This is an optimization exercise on Yosys and OpenROAD, whose aim is small area and a short achievable clock period, not a production implementation.
Power is estimated from default activity; no workload was simulated.

==> flow/design.v <==
`default_nettype none
package fpu_pkg;
	typedef logic [31:0] fp32_t;	 
	typedef logic [31:0] int32_t;	 
	typedef logic [7:0]  exp_t;	 
	typedef logic [22:0] frac_t;	 
	typedef logic [23:0] sig_t;	 
	localparam exp_t EXP_MAX  = 8'd255;
	localparam exp_t EXP_BIAS = 8'd127;
	localparam int LATENCY = 3;
	typedef struct packed {
		logic [5:0] op1;	 
		logic [4:0] fmt;	 
		logic [5:0] op2;	 
	} instr_t;
	typedef struct packed {
		logic invalid_op;
		logic nan;
		logic ovf;
	} fpu_exc_t;
	typedef enum logic [2:0] {
		OP_IDLE,
		OP_ABS,
		OP_NEG,
		OP_FLOOR,
		OP_FTOI,
		OP_ITOF,
		OP_INVALID
	} op_t;
	localparam logic [5:0] OP1_COP1    = 6'b010001;
	localparam logic [4:0] FMT_S       = 5'b10000;
	localparam logic [4:0] FMT_W_FTOI  = 5'b00000;
	localparam logic [4:0] FMT_ITOF    = 5'b00100;
	localparam logic [5:0] FUNCT_ABS   = 6'b000101;
	localparam logic [5:0] FUNCT_NEG   = 6'b000111;
	localparam logic [5:0] FUNCT_FLOOR = 6'b001111;
	localparam logic [5:0] FUNCT_CVT   = 6'b000000;
endpackage
`default_nettype wire
`default_nettype none
module fpu_top (
	input  wire         clk,
	input  wire         rstn,
	input       fpu_pkg::instr_t instr,
	input       fpu_pkg::fp32_t  x1,	 
	input       fpu_pkg::int32_t x2,	 
	output fpu_pkg::fp32_t       y,
	output fpu_pkg::fpu_exc_t    exc
);
	localparam logic [2:0] O_IDLE = 3'd0;
	localparam logic [2:0] O_SGN  = 3'd1;	 
	localparam logic [2:0] O_FLR  = 3'd2;
	localparam logic [2:0] O_FTOI = 3'd3;
	localparam logic [2:0] O_ITOF = 3'd4;
	localparam logic [2:0] O_INV  = 3'd5;
	localparam logic [2:0] K_IDLE = 3'd0;	 
	localparam logic [2:0] K_FT   = 3'd1;	 
	localparam logic [2:0] K_IT   = 3'd2;	 
	localparam logic [2:0] K_NAN  = 3'd3;
	localparam logic [2:0] K_OVF  = 3'd4;
	localparam logic [2:0] K_INV  = 3'd5;
	logic d_abs, d_neg, d_flr, d_ftoi, d_itof, cop1;
	assign cop1   = instr.op1 == fpu_pkg::OP1_COP1;
	assign d_abs  = cop1 && instr.fmt == fpu_pkg::FMT_S && instr.op2 == fpu_pkg::FUNCT_ABS;
	assign d_neg  = cop1 && instr.fmt == fpu_pkg::FMT_S && instr.op2 == fpu_pkg::FUNCT_NEG;
	assign d_flr  = cop1 && instr.fmt == fpu_pkg::FMT_S && instr.op2 == fpu_pkg::FUNCT_FLOOR;
	assign d_ftoi = cop1 && instr.fmt == fpu_pkg::FMT_W_FTOI && instr.op2 == fpu_pkg::FUNCT_CVT;
	assign d_itof = cop1 && instr.fmt == fpu_pkg::FMT_ITOF && instr.op2 == fpu_pkg::FUNCT_CVT;
	logic [2:0] op_d;
	always_comb begin
		if (!rstn)                op_d = O_IDLE;
		else if (d_abs || d_neg)  op_d = O_SGN;
		else if (d_flr)           op_d = O_FLR;
		else if (d_ftoi)          op_d = O_FTOI;
		else if (d_itof)          op_d = O_ITOF;
		else                      op_d = O_INV;
	end
	logic        s2;
	logic [30:0] v2;
	logic [31:0] d_d;
	assign s2 = x2[31];
	assign v2 = x2[30:0] ^ {31{s2}};
	always_comb begin
		for (int i = 0; i < 23; i++) d_d[i] = instr.fmt[2] ? v2[22-i] : x1[i];
		for (int i = 23; i < 31; i++) d_d[i] = instr.fmt[2] ? v2[53-i] : x1[i];
		if (instr.fmt[2])  d_d[31] = s2;
		else if (d_neg)    d_d[31] = ~x1[31];
		else if (d_abs)    d_d[31] = 1'b0;
		else               d_d[31] = x1[31];
	end
	logic [2:0]  op_q;
	logic [31:0] d_q;
	always_ff @(posedge clk) begin
		op_q <= op_d;
		d_q  <= d_d;
	end
	logic        s;
	logic [7:0]  e;
	logic [22:0] fr;
	logic        is_it, is_ft, is_fl;
	assign s     = d_q[31];
	assign e     = d_q[30:23];
	assign fr    = d_q[22:0];
	assign is_it = op_q == O_ITOF;
	assign is_ft = op_q == O_FTOI;
	assign is_fl = op_q == O_FLR;
	logic [30:0] vq;
	always_comb begin
		for (int i = 0; i < 23; i++) vq[22-i] = d_q[i];
		for (int i = 23; i < 31; i++) vq[53-i] = d_q[i];
	end
	logic [4:0] lz;
	logic       allz;
	always_comb begin
		lz = 5'd31;
		for (int i = 0; i < 31; i++) begin
			if (vq[i]) lz = 5'(30 - i);
		end
	end
	assign allz = ~|vq;
	logic f_nan, f_ovf, f_half, f_norm;
	assign f_nan  = (e == 8'hff) && (fr != '0);
	assign f_ovf  = !f_nan && ((e > 8'd158) || (e == 8'd158 && !(s && fr == '0)));
	assign f_half = e == 8'd126;
	assign f_norm = (e >= 8'd127) && !f_nan && !f_ovf;
	logic [32:0] sin, sa, sb, sc;
	logic [4:0]  amt;
	logic        fill;
	assign sin  = {is_it ? s : 1'b1, d_q[22:0], is_it ? d_q[30:23] : 8'd0, 1'b0};
	assign fill = is_it & s;
	assign amt  = is_it ? lz : 5'(5'd30 - e[4:0]);
	assign sa   = amt[4] ? {{16{fill}}, sin[32:16]} : sin;
	assign sb   = amt[3] ? {{8{fill}}, sa[32:8]} : sa;
	assign sc   = amt[2] ? {{4{fill}}, sb[32:4]} : sb;
	logic [22:0] mask;
	logic        hf, fl_c, fl_mid;
	logic [31:0] fl_a;
	assign mask   = 23'h7fffff >> 5'(e[4:0] + 5'd1);
	assign hf     = |(fr & mask);
	assign fl_mid = (e >= 8'd127) && (e < 8'd150);
	assign fl_c   = fl_mid & s & hf;
	always_comb begin
		if (e == 8'hff && fr != '0)  fl_a = d_q | 32'h0040_0000;
		else if (!fl_mid && e >= 8'd150) fl_a = d_q;
		else if (!fl_mid) fl_a = (s && d_q[30:0] != '0) ? 32'hbf80_0000 : {s, 31'd0};
		else if (s & hf)  fl_a = d_q | {9'd0, mask};
		else              fl_a = d_q & ~{9'd0, mask};
	end
	logic        use_sh;
	logic [32:0] data_d;
	logic [1:0]  amt_d;
	logic [2:0]  lzhi_d;
	logic        s_d;
	logic [2:0]  kind_d;
	assign use_sh = is_it | (is_ft & f_norm);
	always_comb begin
		if (use_sh)     data_d = sc;
		else if (is_fl) data_d = {fl_a, fl_c};
		else if (is_ft) data_d = 33'd1;	 
		else            data_d = {d_q, 1'b0};
	end
	assign amt_d  = use_sh ? amt[1:0] : 2'd0;
	assign lzhi_d = lz[4:2];
	assign s_d    = (is_it | is_ft) & s;
	always_comb begin
		kind_d = K_IDLE;
		if (rstn) begin
			case (op_q)
				O_SGN, O_FLR: kind_d = K_FT;
				O_FTOI: begin
					if (f_nan)                kind_d = K_NAN;
					else if (f_ovf)           kind_d = K_OVF;
					else if (f_norm || f_half) kind_d = K_FT;
					else                      kind_d = K_IDLE;
				end
				O_ITOF: kind_d = (allz && !s) ? K_IDLE : K_IT;
				O_INV:  kind_d = K_INV;
				default: kind_d = K_IDLE;
			endcase
		end
	end
	logic [32:0] data_q;
	logic [1:0]  amt_q;
	logic [2:0]  lzhi_q;
	logic        s_q;
	logic [2:0]  kind_q;
	always_ff @(posedge clk) begin
		data_q <= data_d;
		amt_q  <= amt_d;
		lzhi_q <= lzhi_d;
		s_q    <= s_d;
		kind_q <= kind_d;
	end
	logic        fill3;
	logic [32:0] sd, se;
	assign fill3 = (kind_q == K_IT) & s_q;
	assign sd    = amt_q[1] ? {{2{fill3}}, data_q[32:2]} : data_q;
	assign se    = amt_q[0] ? {fill3, sd[32:1]} : sd;
	logic sel_f, sel_i;
	assign sel_f = kind_q == K_FT;
	assign sel_i = kind_q == K_IT;
	logic [31:0] af;
	logic        cf;
	assign af = se[32:1] ^ {32{s_q}};
	assign cf = se[0] ^ s_q;
	logic [31:0] nrm;
	logic [7:0]  ep;
	logic [31:0] ai;
	logic        ci;
	always_comb begin
		for (int n = 0; n < 32; n++) nrm[n] = se[32-n];
	end
	assign ep = 8'd157 - {3'd0, lzhi_q, amt_q};
	assign ai = {s_q, ep, nrm[30:8]};
	assign ci = s_q ? (nrm[7] | (&nrm[6:0] & nrm[8])) : (nrm[7] & (nrm[8] | (|nrm[6:0])));
	logic [31:0] a;
	logic        c;
	logic [31:0] y_d;
	assign a = ({32{sel_f}} & af) | ({32{sel_i}} & ai);
	assign c = (sel_f & cf) | (sel_i & ci);
	logic [31:0] pre;	 
	always_comb begin
		pre[0] = 1'b1;
		for (int i = 1; i < 32; i++) pre[i] = pre[i-1] & a[i-1];
	end
	assign y_d = {32{rstn}} & (a ^ ({32{c}} & pre));	 
	fpu_pkg::fpu_exc_t exc_d;
	assign exc_d.invalid_op = rstn && kind_q == K_INV;
	assign exc_d.nan        = rstn && kind_q == K_NAN;
	assign exc_d.ovf        = rstn && kind_q == K_OVF;
	always_ff @(posedge clk) begin
		y   <= y_d;
		exc <= exc_d;
	end
endmodule
`default_nettype wire
clock: 8.0 ns
lec_check: 0
cap_margin: 20
core_margin: 2
core_utilization: 40
setup_slack_margin: 5
slew_margin: 20
run.sh (not shown) runs the stock make flow with config.mk's settings and CLKGATE_MAP_FILE= SYNTH_SCRIPT=/design/flow/synth_recipe.tcl, a recipe that flattens the netlist after the stock synthesis.
The baseline produced a clean layout.
Change:
--- a/flow/design.v
+++ b/flow/design.v
@@ -58,8 +58,19 @@
 	localparam logic [2:0] K_IT   = 3'd2;	 
 	localparam logic [2:0] K_NAN  = 3'd3;
 	localparam logic [2:0] K_OVF  = 3'd4;
 	localparam logic [2:0] K_INV  = 3'd5;
+	function automatic logic [4:0] ftoi_amt(input logic [4:0] k);	 
+		ftoi_amt = '0;
+		for (int j = 0; j < 32; j++) if (k == 5'(j)) ftoi_amt = 5'((30 - j) & 31);
+	endfunction
+	function automatic logic [7:0] itof_exp(input logic [4:0] k);	 
+		itof_exp = '0;
+		for (int j = 0; j < 32; j++) if (k == 5'(j)) itof_exp = 8'(157 - j);
+	endfunction
+	function automatic logic [22:0] floor_mask(input logic [7:0] ee);
+		for (int i = 0; i < 23; i++) floor_mask[i] = !ee[7] || (i < 22 && ee[4:0] <= 5'(21 - i));
+	endfunction
 	logic d_abs, d_neg, d_flr, d_ftoi, d_itof, cop1;
 	assign cop1   = instr.op1 == fpu_pkg::OP1_COP1;
 	assign d_abs  = cop1 && instr.fmt == fpu_pkg::FMT_S && instr.op2 == fpu_pkg::FUNCT_ABS;
 	assign d_neg  = cop1 && instr.fmt == fpu_pkg::FMT_S && instr.op2 == fpu_pkg::FUNCT_NEG;
@@ -78,9 +89,9 @@
 	logic        s2;
 	logic [30:0] v2;
 	logic [31:0] d_d;
 	assign s2 = x2[31];
-	assign v2 = x2[30:0] ^ {31{s2}};
+	assign v2 = x2[30:0];
 	always_comb begin
 		for (int i = 0; i < 23; i++) d_d[i] = instr.fmt[2] ? v2[22-i] : x1[i];
 		for (int i = 23; i < 31; i++) d_d[i] = instr.fmt[2] ? v2[53-i] : x1[i];
 		if (instr.fmt[2])  d_d[31] = s2;
@@ -103,12 +114,14 @@
 	assign fr    = d_q[22:0];
 	assign is_it = op_q == O_ITOF;
 	assign is_ft = op_q == O_FTOI;
 	assign is_fl = op_q == O_FLR;
+	logic [30:0] dx;
 	logic [30:0] vq;
-	always_comb begin
-		for (int i = 0; i < 23; i++) vq[22-i] = d_q[i];
-		for (int i = 23; i < 31; i++) vq[53-i] = d_q[i];
+	assign dx = d_q[30:0] ^ {31{s}};
+	always_comb begin
+		for (int i = 0; i < 23; i++) vq[22-i] = dx[i];
+		for (int i = 23; i < 31; i++) vq[53-i] = dx[i];
 	end
 	logic [4:0] lz;
 	logic       allz;
 	always_comb begin
@@ -125,18 +138,18 @@
 	assign f_norm = (e >= 8'd127) && !f_nan && !f_ovf;
 	logic [32:0] sin, sa, sb, sc;
 	logic [4:0]  amt;
 	logic        fill;
-	assign sin  = {is_it ? s : 1'b1, d_q[22:0], is_it ? d_q[30:23] : 8'd0, 1'b0};
-	assign fill = is_it & s;
-	assign amt  = is_it ? lz : 5'(5'd30 - e[4:0]);
+	assign sin  = {is_it ? s : ~s, dx[22:0], is_it ? dx[30:23] : {8{s}}, s};
+	assign fill = s;
+	assign amt  = is_it ? lz : ftoi_amt(e[4:0]);
 	assign sa   = amt[4] ? {{16{fill}}, sin[32:16]} : sin;
 	assign sb   = amt[3] ? {{8{fill}}, sa[32:8]} : sa;
 	assign sc   = amt[2] ? {{4{fill}}, sb[32:4]} : sb;
 	logic [22:0] mask;
 	logic        hf, fl_c, fl_mid;
 	logic [31:0] fl_a;
-	assign mask   = 23'h7fffff >> 5'(e[4:0] + 5'd1);
+	assign mask   = floor_mask(e);
 	assign hf     = |(fr & mask);
 	assign fl_mid = (e >= 8'd127) && (e < 8'd150);
 	assign fl_c   = fl_mid & s & hf;
 	always_comb begin
@@ -155,9 +168,9 @@
 	assign use_sh = is_it | (is_ft & f_norm);
 	always_comb begin
 		if (use_sh)     data_d = sc;
 		else if (is_fl) data_d = {fl_a, fl_c};
-		else if (is_ft) data_d = 33'd1;	 
+		else if (is_ft) data_d = {{32{s}}, ~s};	 
 		else            data_d = {d_q, 1'b0};
 	end
 	assign amt_d  = use_sh ? amt[1:0] : 2'd0;
 	assign lzhi_d = lz[4:2];
@@ -192,26 +205,26 @@
 		kind_q <= kind_d;
 	end
 	logic        fill3;
 	logic [32:0] sd, se;
-	assign fill3 = (kind_q == K_IT) & s_q;
+	assign fill3 = s_q;
 	assign sd    = amt_q[1] ? {{2{fill3}}, data_q[32:2]} : data_q;
 	assign se    = amt_q[0] ? {fill3, sd[32:1]} : sd;
 	logic sel_f, sel_i;
 	assign sel_f = kind_q == K_FT;
 	assign sel_i = kind_q == K_IT;
 	logic [31:0] af;
 	logic        cf;
-	assign af = se[32:1] ^ {32{s_q}};
-	assign cf = se[0] ^ s_q;
+	assign af = se[32:1];
+	assign cf = se[0];
 	logic [31:0] nrm;
 	logic [7:0]  ep;
 	logic [31:0] ai;
 	logic        ci;
 	always_comb begin
 		for (int n = 0; n < 32; n++) nrm[n] = se[32-n];
 	end
-	assign ep = 8'd157 - {3'd0, lzhi_q, amt_q};
+	assign ep = itof_exp({lzhi_q, amt_q});
 	assign ai = {s_q, ep, nrm[30:8]};
 	assign ci = s_q ? (nrm[7] | (&nrm[6:0] & nrm[8])) : (nrm[7] & (nrm[8] | (|nrm[6:0])));
 	logic [31:0] a;
 	logic        c;
After rerunning: Die area went up by 5.2%. Total power goes down by 5.6%. Worst setup slack is better by 0.25 ns. Design area rose by 3.9%. Core utilization falls by 0.37 points. Hold slack loses 0.075 ns. Non-clock buffer count increases by 5. Cell count goes up by 3.6%. Routed wire length grows by 2.5%. Sequential cell count is unchanged. Global-route usage decreases by 1.9 points. Clock skew is lower by 0.0033 ns. Synthesized area came out higher by 5.4%.
Function was not checked in any run of this note: the RTL went through the layout flow alone.

==> separate check: timing with driven ports <==
In the flow no input, the clock included, has a driving cell. The finished layouts below were timed again as built, in two steps. Step 1 (the two cells are an assumption about what drives the block):
set clk [get_ports {clk}]
set_driving_cell -lib_cell sky130_fd_sc_hd__clkbuf_16 $clk
set_driving_cell -lib_cell sky130_fd_sc_hd__buf_2 [delete_from_list [all_inputs] $clk]
Step 2 moves the port delays by t, midway between the first and last clock arrival at a register: inputs arrive t later, outputs are due t later. That takes back most of the time a late clock gives input paths. Three values: no drivers, after step 1, after step 2; two values: the first two.
run | t (ns) | slack for setup (ns) | worst setup path at the end | latest minus earliest clock arrival (ns) | worst slew at a driven data input, ns
the first run | 0.414 | 4.665 / 4.665 / 4.665 | register to register | 0.016 / 0.016 | 0.04
the second run | 0.405 | 4.911 / 4.911 / 4.698 | input to register | 0.013 / 0.013 | 0.04
After both steps setup and hold are still met in every run listed. The setup slack of the second run, which loses most, moves by 0.000 ns with the drivers and by -0.213 ns with both steps.
